From an optimization exercise on the open Yosys and OpenROAD flow, aimed at small area and a short achievable clock period; shortcuts taken in it are not production practice. The RTL was checked by simulation tests, not by an equivalence proof against the original design.

==> inputs of run E <==
// core_top
module core_top (
	input wire clk,
	input wire res,
	input wire inst_valid,
	input wire [core_pkg::xlen-1:0] inst_code,
	output logic wb_valid,
	output logic [core_pkg::reg_idx_w-1:0] wb_reg,
	output logic [core_pkg::xlen-1:0] wb_data,
	output logic wb_sat
);
clock: 11.0 ns
lec_check: 0
cap_margin: 20
core_margin: 2
core_utilization: 55
cts_buf_list: sky130_fd_sc_hd__clkbuf_16
cts_cluster_diameter: 80
cts_cluster_size: 24
place_density: 0.7
setup_slack_margin: 5
slew_margin: 20
synth_hierarchical: 1
synth_minimum_keep_size: 0
standard.sh (not shown) runs the stock make flow with config.mk's settings and CLKGATE_MAP_FILE= SYNTH_SCRIPT=/design/flow/synth_recipe.tcl, a recipe that flattens the netlist after the stock synthesis.
==> flow/flow/run.sh <==
#!/bin/bash
# Own flow: the standard layout (standard.sh, standard synthesis included)
# with a larger setup margin for the timing repair steps, so that repair works
# the design below the clock period it is built at. Nothing else changes.
set -euo pipefail
grep -q 'SETUP_SLACK_MARGIN=5' standard.sh
sed 's/SETUP_SLACK_MARGIN=5/SETUP_SLACK_MARGIN=6.5/' standard.sh > standard_margin.sh
grep -q 'SETUP_SLACK_MARGIN=6.5' standard_margin.sh
bash standard_margin.sh finish > make_finish.log 2>&1
==> inputs of run R, as changes to run E <==
--- a/flow/design.v
+++ b/flow/design.v
@@ -110,20 +110,22 @@
 module reg_file (
 	input wire clk,
 	input wire res,
 	input wire [core_pkg::reg_idx_w-1:0] rs1,
 	input wire [core_pkg::reg_idx_w-1:0] rs2,
-	input wire use_imm,
-	input wire [core_pkg::xlen-1:0] imm,
 	input wire wr_en,
 	input wire [core_pkg::reg_idx_w-1:0] wr_reg,
 	input wire [core_pkg::xlen-1:0] wr_data,
 	output logic [core_pkg::xlen-1:0] rd1_data,
 	output logic [core_pkg::xlen-1:0] rd2_data
 );
 	logic [core_pkg::reg_count-1:1][core_pkg::xlen-1:0] regs;
 	logic [core_pkg::reg_count-1:1] written;
+	logic [1:0][core_pkg::reg_count-1:1][15:0] regs_h;
+	logic [core_pkg::reg_count-1:1] hit;
+	logic [core_pkg::reg_count-1:1] valid;
+	logic [core_pkg::reg_count-1:0] fresh;
 	always_ff @(posedge clk or negedge res)
 	begin
 		if (!res)
 			written <= '0;
 		else if (wr_en && wr_reg != '0)
@@ -135,70 +137,78 @@
 		begin
 			if (wr_en && wr_reg == n)
 				regs[n] <= wr_data;
 		end
 	end
-	read_port #(.has_alt(1'b0)) read_port_1 (
-		.rs(rs1),
-		.use_alt(1'b0),
-		.alt('0),
-		.regs(regs),
-		.written(written),
-		.wr_en(wr_en),
-		.wr_reg(wr_reg),
-		.wr_data(wr_data),
-		.rd_data(rd1_data)
-	);
-	read_port #(.has_alt(1'b1)) read_port_2 (
-		.rs(rs2),
-		.use_alt(use_imm),
-		.alt(imm),
-		.regs(regs),
-		.written(written),
-		.wr_en(wr_en),
-		.wr_reg(wr_reg),
-		.wr_data(wr_data),
-		.rd_data(rd2_data)
-	);
+	always_comb
+	begin
+		for (int n = 1; n < core_pkg::reg_count; n++)
+		begin
+			hit[n] = wr_en && wr_reg == n[4:0];
+			valid[n] = written[n] && !hit[n];
+			fresh[n] = !written[n] && !hit[n];
+		end
+		fresh[0] = 1'b1;
+	end
+	for (genvar h = 0; h < 2; h++)
+	begin : g_half
+		for (genvar n = 1; n < core_pkg::reg_count; n++)
+		begin : g_slice
+			assign regs_h[h][n] = regs[n][16*h +: 16];
+		end
+		read_port #(.has_alt(1'b0), .lo(16*h)) read_port_1 (
+			.rs(rs1),
+			.use_alt(1'b0),
+			.alt('0),
+			.regs(regs_h[h]),
+			.valid(valid),
+			.fresh(fresh),
+			.wr_en(wr_en),
+			.wr_reg(wr_reg),
+			.wr_data(wr_data[16*h +: 16]),
+			.rd_data(rd1_data[16*h +: 16])
+		);
+		read_port #(.has_alt(1'b0), .lo(16*h)) read_port_2 (
+			.rs(rs2),
+			.use_alt(1'b0),
+			.alt('0),
+			.regs(regs_h[h]),
+			.valid(valid),
+			.fresh(fresh),
+			.wr_en(wr_en),
+			.wr_reg(wr_reg),
+			.wr_data(wr_data[16*h +: 16]),
+			.rd_data(rd2_data[16*h +: 16])
+		);
+	end
 endmodule
 module read_port #(
-	parameter bit has_alt = 1'b0
+	parameter bit has_alt = 1'b0,
+	parameter int lo = 0  
 ) (
 	input wire [core_pkg::reg_idx_w-1:0] rs,
 	input wire use_alt,
-	input wire [core_pkg::xlen-1:0] alt,
-	input wire [core_pkg::reg_count-1:1][core_pkg::xlen-1:0] regs,
-	input wire [core_pkg::reg_count-1:1] written,
+	input wire [15:0] alt,
+	input wire [core_pkg::reg_count-1:1][15:0] regs,
+	input wire [core_pkg::reg_count-1:1] valid,
+	input wire [core_pkg::reg_count-1:0] fresh,
 	input wire wr_en,
 	input wire [core_pkg::reg_idx_w-1:0] wr_reg,
-	input wire [core_pkg::xlen-1:0] wr_data,
-	output logic [core_pkg::xlen-1:0] rd_data
+	input wire [15:0] wr_data,
+	output logic [15:0] rd_data
 );
-	logic [core_pkg::reg_count-1:1] hit;
-	logic [core_pkg::reg_count-1:1] valid;
-	logic [core_pkg::reg_count-1:0] fresh;
 	logic [core_pkg::reg_count-1:1] sel;
 	logic wt;
 	logic rst;
 	logic [core_pkg::reg_idx_w-1:0] rst_val;
 	always_comb
-	begin
-		for (int n = 1; n < core_pkg::reg_count; n++)
-		begin
-			hit[n] = wr_en && wr_reg == n[4:0];
-			valid[n] = written[n] && !hit[n];
-			fresh[n] = !written[n] && !hit[n];
-		end
-		fresh[0] = 1'b1;
-	end
-	always_comb
 		for (int n = 1; n < core_pkg::reg_count; n++)
 			sel[n] = rs == n[4:0] && valid[n] && !(has_alt && use_alt);
 	assign wt = wr_en && wr_reg == rs && rs != '0 && !(has_alt && use_alt);
 	assign rst = fresh[rs] && !(has_alt && use_alt);
 	assign rst_val = rst ? rs : '0;
-	for (genvar i = 0; i < core_pkg::xlen; i++)
+	for (genvar i = 0; i < 16; i++)
 	begin : g_bit
 		logic [11:0] y;
 		for (genvar k = 0; k < 10; k++)
 		begin : g_aoi
 			a222oi_cell u_aoi (
@@ -214,27 +224,27 @@
 				.a1(sel[31]), .a2(regs[31][i]),
 				.b1(wt), .b2(wr_data[i]),
 				.c1(use_alt), .c2(alt[i]),
 				.y(y[10])
 			);
-			if (i < core_pkg::reg_idx_w)
+			if (lo + i < core_pkg::reg_idx_w)
 			begin : g_low
-				assign y[11] = !rst_val[i];
+				assign y[11] = !rst_val[lo + i];
 			end
 			else
 			begin : g_high
 				assign y[11] = 1'b1;
 			end
 		end
 		else
 		begin : g_no_alt
-			if (i < core_pkg::reg_idx_w)
+			if (lo + i < core_pkg::reg_idx_w)
 			begin : g_low
 				a221oi_cell u_aoi (
 					.a1(sel[31]), .a2(regs[31][i]),
 					.b1(wt), .b2(wr_data[i]),
-					.c1(rst_val[i]),
+					.c1(rst_val[lo + i]),
 					.y(y[10])
 				);
 			end
 			else
 			begin : g_high
@@ -320,10 +330,11 @@
 	logic raw_nz;
 	logic sat_up;
 	logic sat_dn;
 	logic is_arith, msb_other, up_arith, dn_arith, up_other, dn_other, keep;
 	logic keep_if_neg, keep_if_pos;
+	logic is_cmp, dn_cmp, dn_cmp_eq, up_if_neg, dn_if_pos, dn_if_neg;
 	assign is_add = op == core_pkg::alu_add;
 	assign is_sub = op == core_pkg::alu_sub;
 	assign is_slt = op == core_pkg::alu_slt;
 	assign is_sle = op == core_pkg::alu_sle;
 	assign is_xor = op == core_pkg::alu_xor;
@@ -427,27 +438,33 @@
 			raw_nz = b_nz;
 		if (is_dot)
 			raw_nz = dot_nz;
 	end
 	assign is_arith = is_add || is_sub;
+	assign is_cmp = is_slt || is_sle;
 	assign msb_other = (is_xor && p[31]) || (is_li && b[31]) || shift_msb;
 	assign up_arith = both_pos && is_arith;
 	assign dn_arith = both_neg && raw_nz && is_arith;
+	assign dn_cmp = both_neg && is_cmp;
+	assign dn_cmp_eq = both_neg && is_sle && eq;
 	assign up_other = both_pos && msb_other;
-	assign dn_other = both_neg && raw_nz && !is_arith && !msb_other;
-	assign keep_if_neg = !(up_arith || up_other || dn_other);
-	assign keep_if_pos = !(dn_arith || up_other || dn_other);
+	assign dn_other = both_neg && raw_nz && !is_arith && !is_cmp && !msb_other;
+	assign up_if_neg = up_arith || up_other;
+	assign dn_if_pos = dn_arith || dn_cmp_eq || dn_other;
+	assign dn_if_neg = dn_cmp || dn_cmp_eq || dn_other;
+	assign keep_if_neg = !(up_if_neg || dn_if_neg);
+	assign keep_if_pos = !(up_other || dn_if_pos);
 	a21o_cell u_sat_up (.a1(sum[31]), .a2(up_arith), .b1(up_other), .y(sat_up));
-	assign sat_dn = (dn_arith && !sum[31]) || dn_other;
+	mux2_cell u_sat_dn (.s(sum[31]), .a0(dn_if_pos), .a1(dn_if_neg), .y(sat_dn));
 	mux2_cell u_keep (.s(sum[31]), .a0(keep_if_pos), .a1(keep_if_neg), .y(keep));
 	for (genvar i = 1; i < 31; i++)
 	begin : g_other
 		a21o_cell u_other (.a1(raw[i]), .a2(keep), .b1(sat_up), .y(other[i]));
 	end
 	assign other[0] = raw[0] || !keep;
 	assign other[31] = (raw[31] && keep) || sat_dn;
-	assign dot_en = is_dot && !dn_other;  
+	assign dot_en = is_dot && !(both_neg && dot_nz);  
 	assign sat = sat_up || sat_dn;
 endmodule
 module dotp_unit (
 	input wire [31:0] an,
 	input wire [31:0] bn,
@@ -2468,10 +2485,19 @@
 	input wire c1,
 	output logic y
 );
 	assign y = (a1 && a2) || (b1 && b2) || c1;
 endmodule
+module a22o_cell (
+	input wire a1,
+	input wire a2,
+	input wire b1,
+	input wire b2,
+	output logic y
+);
+	assign y = (a1 && a2) || (b1 && b2);
+endmodule
 module a21o_cell (
 	input wire a1,
 	input wire a2,
 	input wire b1,
 	output logic y
@@ -2523,10 +2549,11 @@
 	logic [core_pkg::xlen-1:0] base_b;
 	logic dot_a;
 	logic dot_b;
 	logic fwd_a_res;
 	logic fwd_b_res;
+	logic keep_b;
 	assign fwd_a = ex_valid && ex_rd == rs1;
 	assign fwd_b = ex_valid && ex_rd == rs2;
 	always_ff @(posedge clk or negedge res)
 	begin
 		if (!res)
@@ -2563,11 +2590,15 @@
 	assign fwd_a_res = fwd_a;
 	assign fwd_b_res = fwd_b && !use_imm;
 	assign dot_a = dot_en && fwd_a_res;
 	assign dot_b = dot_en && fwd_b_res;
 	assign base_a = fwd_a_res ? '0 : rd1_data;
-	assign base_b = fwd_b_res ? '0 : rd2_data;
+	assign keep_b = !use_imm && !fwd_b;
+	for (genvar i = 0; i < core_pkg::xlen; i++)
+	begin : g_base_b
+		a22o_cell u_base_b (.a1(imm[i]), .a2(use_imm), .b1(rd2_data[i]), .b2(keep_b), .y(base_b[i]));
+	end
 	for (genvar i = 0; i < core_pkg::xlen; i++)
 	begin : g_res
 		if (i < 18)
 		begin : g_dot
 			a21o_cell u_res (.a1(dot[i]), .a2(dot_en), .b1(other[i]), .y(alu_result[i]));
@@ -2640,12 +2671,10 @@
 	reg_file reg_file_inst (
 		.clk(clk),
 		.res(res),
 		.rs1(rs1),
 		.rs2(rs2),
-		.use_imm(use_imm),
-		.imm(imm),
 		.wr_en(wb_valid),
 		.wr_reg(wb_reg),
 		.wr_data(wb_data),
 		.rd1_data(rd1_data),
 		.rd2_data(rd2_data)
==> flow/flow/run.sh (replaced) <==
#!/bin/bash
# Own flow: the standard layout (standard.sh, standard synthesis included)
# with a larger setup margin for the timing repair steps, so that repair works
# the design below the clock period it is built at. Nothing else changes.
set -euo pipefail
grep -q 'SETUP_SLACK_MARGIN=5' standard.sh
sed 's/SETUP_SLACK_MARGIN=5/SETUP_SLACK_MARGIN=6/' standard.sh > standard_margin.sh
grep -q 'SETUP_SLACK_MARGIN=6' standard_margin.sh
bash standard_margin.sh finish > make_finish.log 2>&1
==> inputs of run K, as changes to run E <==
--- a/flow/design.v
+++ b/flow/design.v
@@ -120,10 +120,14 @@
 	output logic [core_pkg::xlen-1:0] rd1_data,
 	output logic [core_pkg::xlen-1:0] rd2_data
 );
 	logic [core_pkg::reg_count-1:1][core_pkg::xlen-1:0] regs;
 	logic [core_pkg::reg_count-1:1] written;
+	logic [1:0][core_pkg::reg_count-1:1][15:0] regs_h;
+	logic [core_pkg::reg_count-1:1] hit;
+	logic [core_pkg::reg_count-1:1] valid;
+	logic [core_pkg::reg_count-1:0] fresh;
 	always_ff @(posedge clk or negedge res)
 	begin
 		if (!res)
 			written <= '0;
 		else if (wr_en && wr_reg != '0)
@@ -135,70 +139,78 @@
 		begin
 			if (wr_en && wr_reg == n)
 				regs[n] <= wr_data;
 		end
 	end
-	read_port #(.has_alt(1'b0)) read_port_1 (
-		.rs(rs1),
-		.use_alt(1'b0),
-		.alt('0),
-		.regs(regs),
-		.written(written),
-		.wr_en(wr_en),
-		.wr_reg(wr_reg),
-		.wr_data(wr_data),
-		.rd_data(rd1_data)
-	);
-	read_port #(.has_alt(1'b1)) read_port_2 (
-		.rs(rs2),
-		.use_alt(use_imm),
-		.alt(imm),
-		.regs(regs),
-		.written(written),
-		.wr_en(wr_en),
-		.wr_reg(wr_reg),
-		.wr_data(wr_data),
-		.rd_data(rd2_data)
-	);
+	always_comb
+	begin
+		for (int n = 1; n < core_pkg::reg_count; n++)
+		begin
+			hit[n] = wr_en && wr_reg == n[4:0];
+			valid[n] = written[n] && !hit[n];
+			fresh[n] = !written[n] && !hit[n];
+		end
+		fresh[0] = 1'b1;
+	end
+	for (genvar h = 0; h < 2; h++)
+	begin : g_half
+		for (genvar n = 1; n < core_pkg::reg_count; n++)
+		begin : g_slice
+			assign regs_h[h][n] = regs[n][16*h +: 16];
+		end
+		read_port #(.has_alt(1'b0), .lo(16*h)) read_port_1 (
+			.rs(rs1),
+			.use_alt(1'b0),
+			.alt('0),
+			.regs(regs_h[h]),
+			.valid(valid),
+			.fresh(fresh),
+			.wr_en(wr_en),
+			.wr_reg(wr_reg),
+			.wr_data(wr_data[16*h +: 16]),
+			.rd_data(rd1_data[16*h +: 16])
+		);
+		read_port #(.has_alt(1'b1), .lo(16*h)) read_port_2 (
+			.rs(rs2),
+			.use_alt(use_imm),
+			.alt(imm[16*h +: 16]),
+			.regs(regs_h[h]),
+			.valid(valid),
+			.fresh(fresh),
+			.wr_en(wr_en),
+			.wr_reg(wr_reg),
+			.wr_data(wr_data[16*h +: 16]),
+			.rd_data(rd2_data[16*h +: 16])
+		);
+	end
 endmodule
 module read_port #(
-	parameter bit has_alt = 1'b0
+	parameter bit has_alt = 1'b0,
+	parameter int lo = 0  
 ) (
 	input wire [core_pkg::reg_idx_w-1:0] rs,
 	input wire use_alt,
-	input wire [core_pkg::xlen-1:0] alt,
-	input wire [core_pkg::reg_count-1:1][core_pkg::xlen-1:0] regs,
-	input wire [core_pkg::reg_count-1:1] written,
+	input wire [15:0] alt,
+	input wire [core_pkg::reg_count-1:1][15:0] regs,
+	input wire [core_pkg::reg_count-1:1] valid,
+	input wire [core_pkg::reg_count-1:0] fresh,
 	input wire wr_en,
 	input wire [core_pkg::reg_idx_w-1:0] wr_reg,
-	input wire [core_pkg::xlen-1:0] wr_data,
-	output logic [core_pkg::xlen-1:0] rd_data
+	input wire [15:0] wr_data,
+	output logic [15:0] rd_data
 );
-	logic [core_pkg::reg_count-1:1] hit;
-	logic [core_pkg::reg_count-1:1] valid;
-	logic [core_pkg::reg_count-1:0] fresh;
 	logic [core_pkg::reg_count-1:1] sel;
 	logic wt;
 	logic rst;
 	logic [core_pkg::reg_idx_w-1:0] rst_val;
 	always_comb
-	begin
-		for (int n = 1; n < core_pkg::reg_count; n++)
-		begin
-			hit[n] = wr_en && wr_reg == n[4:0];
-			valid[n] = written[n] && !hit[n];
-			fresh[n] = !written[n] && !hit[n];
-		end
-		fresh[0] = 1'b1;
-	end
-	always_comb
 		for (int n = 1; n < core_pkg::reg_count; n++)
 			sel[n] = rs == n[4:0] && valid[n] && !(has_alt && use_alt);
 	assign wt = wr_en && wr_reg == rs && rs != '0 && !(has_alt && use_alt);
 	assign rst = fresh[rs] && !(has_alt && use_alt);
 	assign rst_val = rst ? rs : '0;
-	for (genvar i = 0; i < core_pkg::xlen; i++)
+	for (genvar i = 0; i < 16; i++)
 	begin : g_bit
 		logic [11:0] y;
 		for (genvar k = 0; k < 10; k++)
 		begin : g_aoi
 			a222oi_cell u_aoi (
@@ -214,27 +226,27 @@
 				.a1(sel[31]), .a2(regs[31][i]),
 				.b1(wt), .b2(wr_data[i]),
 				.c1(use_alt), .c2(alt[i]),
 				.y(y[10])
 			);
-			if (i < core_pkg::reg_idx_w)
+			if (lo + i < core_pkg::reg_idx_w)
 			begin : g_low
-				assign y[11] = !rst_val[i];
+				assign y[11] = !rst_val[lo + i];
 			end
 			else
 			begin : g_high
 				assign y[11] = 1'b1;
 			end
 		end
 		else
 		begin : g_no_alt
-			if (i < core_pkg::reg_idx_w)
+			if (lo + i < core_pkg::reg_idx_w)
 			begin : g_low
 				a221oi_cell u_aoi (
 					.a1(sel[31]), .a2(regs[31][i]),
 					.b1(wt), .b2(wr_data[i]),
-					.c1(rst_val[i]),
+					.c1(rst_val[lo + i]),
 					.y(y[10])
 				);
 			end
 			else
 			begin : g_high
@@ -320,10 +332,11 @@
 	logic raw_nz;
 	logic sat_up;
 	logic sat_dn;
 	logic is_arith, msb_other, up_arith, dn_arith, up_other, dn_other, keep;
 	logic keep_if_neg, keep_if_pos;
+	logic is_cmp, dn_cmp, dn_cmp_eq, up_if_neg, dn_if_pos, dn_if_neg;
 	assign is_add = op == core_pkg::alu_add;
 	assign is_sub = op == core_pkg::alu_sub;
 	assign is_slt = op == core_pkg::alu_slt;
 	assign is_sle = op == core_pkg::alu_sle;
 	assign is_xor = op == core_pkg::alu_xor;
@@ -427,19 +440,25 @@
 			raw_nz = b_nz;
 		if (is_dot)
 			raw_nz = dot_nz;
 	end
 	assign is_arith = is_add || is_sub;
+	assign is_cmp = is_slt || is_sle;
 	assign msb_other = (is_xor && p[31]) || (is_li && b[31]) || shift_msb;
 	assign up_arith = both_pos && is_arith;
 	assign dn_arith = both_neg && raw_nz && is_arith;
+	assign dn_cmp = both_neg && is_cmp;
+	assign dn_cmp_eq = both_neg && is_sle && eq;
 	assign up_other = both_pos && msb_other;
-	assign dn_other = both_neg && raw_nz && !is_arith && !msb_other;
-	assign keep_if_neg = !(up_arith || up_other || dn_other);
-	assign keep_if_pos = !(dn_arith || up_other || dn_other);
+	assign dn_other = both_neg && raw_nz && !is_arith && !is_cmp && !msb_other;
+	assign up_if_neg = up_arith || up_other;
+	assign dn_if_pos = dn_arith || dn_cmp_eq || dn_other;
+	assign dn_if_neg = dn_cmp || dn_cmp_eq || dn_other;
+	assign keep_if_neg = !(up_if_neg || dn_if_neg);
+	assign keep_if_pos = !(up_other || dn_if_pos);
 	a21o_cell u_sat_up (.a1(sum[31]), .a2(up_arith), .b1(up_other), .y(sat_up));
-	assign sat_dn = (dn_arith && !sum[31]) || dn_other;
+	mux2_cell u_sat_dn (.s(sum[31]), .a0(dn_if_pos), .a1(dn_if_neg), .y(sat_dn));
 	mux2_cell u_keep (.s(sum[31]), .a0(keep_if_pos), .a1(keep_if_neg), .y(keep));
 	for (genvar i = 1; i < 31; i++)
 	begin : g_other
 		a21o_cell u_other (.a1(raw[i]), .a2(keep), .b1(sat_up), .y(other[i]));
 	end
==> flow/flow/run.sh (replaced) <==
#!/bin/bash
# Own flow: the standard layout (standard.sh, standard synthesis included)
# with a larger setup margin for the timing repair steps, so that repair works
# the design below the clock period it is built at. Nothing else changes.
set -euo pipefail
grep -q 'SETUP_SLACK_MARGIN=5' standard.sh
sed 's/SETUP_SLACK_MARGIN=5/SETUP_SLACK_MARGIN=6/' standard.sh > standard_margin.sh
grep -q 'SETUP_SLACK_MARGIN=6' standard_margin.sh
bash standard_margin.sh finish > make_finish.log 2>&1
==> results.cfg <==
[place]
dp_hpwl_um = 158800
gp_congestion = 1.028

[run_status]
outcome = no timing/DRC/antenna violations

[floorplan]
rows = 126

[drt]
drt_iter0_markers = 12260

[final_layout]
area_growth_syn_to_layout_pct = 9.339
nNonClkBuffers = 261

[setup_path]
rr_worst_depth = 24
worstSetupStartpoint = inst_code[19]
crit_arrival_ns = 6.15
start_kind = primary input
(the above is from run R)
==> results.cfg <==
[drt]
wire_per_inst_um = 35.87
drt_iter0_markers = 13800
wl_met2_um = 111900

[place]
dp_hpwl_um = 154300
gp_congestion = 0.9966

[power]
p_per_area_nw_per_um2 = 118.4
cellInternalPower_mw = 6.431

[setup_path]
start_kind = flop
worstSetupStartpoint = exec_stage_inst.ex_sub
worst_r2r_endpoint = exec_stage_inst.ex_a[10]

[final_layout]
area_growth_syn_to_layout_pct = 13.87
final_area_um2 = 73760
final_net_count = 5706
final_cell_mix = edfxtp_1, a222oi_1, nand2_1, xnor2_1, nor2_1

[run_status]
outcome = no timing/DRC/antenna violations

[floorplan]
rows = 125
(the above is from run E)
==> results.cfg <==
[run_status]
outcome = no timing/DRC/antenna violations

[grt]
globalRouteMet3Util = 0.09300

[setup_path]
start_kind = flop
worstSetupStartpoint = exec_stage_inst.wb_reg[1]
crit_arrival_ns = 5.79

[floorplan]
rows = 126

[final_layout]
seq_cells = 1207
area_growth_syn_to_layout_pct = 10.54
nNonClkBuffers = 251

[clock_tree]
ctsHoldBuffers = 0

[power]
maxPowerGroup = sequential cells

[place]
gp_congestion = 1.026
dp_hpwl_um = 159700

[drt]
drt_wl_total_um = 239400
(the above is from run K)

## what the ideal ports hide
In the flow no input, the clock included, has a driving cell. The finished layouts below were timed again as built, in two steps.
Step 1 assumes that a clkbuf_16 drives the clock port and a buf_2 every other input.
Step 2 times the ports against the registers' clock, not the clock port: input delays grow and output delays shrink by t, the midpoint of the rising clock arrivals with the driver on.
a / b / c = ideal ports / drivers / drivers and shift; a / b = the first two.
run | t, ns | slack for setup (ns) | hold slack, ns | clock arrival spread, ns | worst slew at a driven data input, ns
run E | 0.767 | 5.919 / 5.919 / 5.204 | 0.402 / 0.402 / 0.402 | 0.055 / 0.054 | 0.04
run R | 0.776 | 5.482 / 5.532 / 4.756 | 0.356 / 0.356 / 0.356 | 0.088 / 0.088 | 0.15
run K | 0.789 | 5.788 / 5.788 / 5.065 | 0.399 / 0.399 / 0.399 | 0.069 / 0.069 | 0.13
After both steps setup and hold are still met in every run listed. The setup slack of run R, which loses most, moves by +0.050 ns with the drivers and by -0.726 ns with both steps.
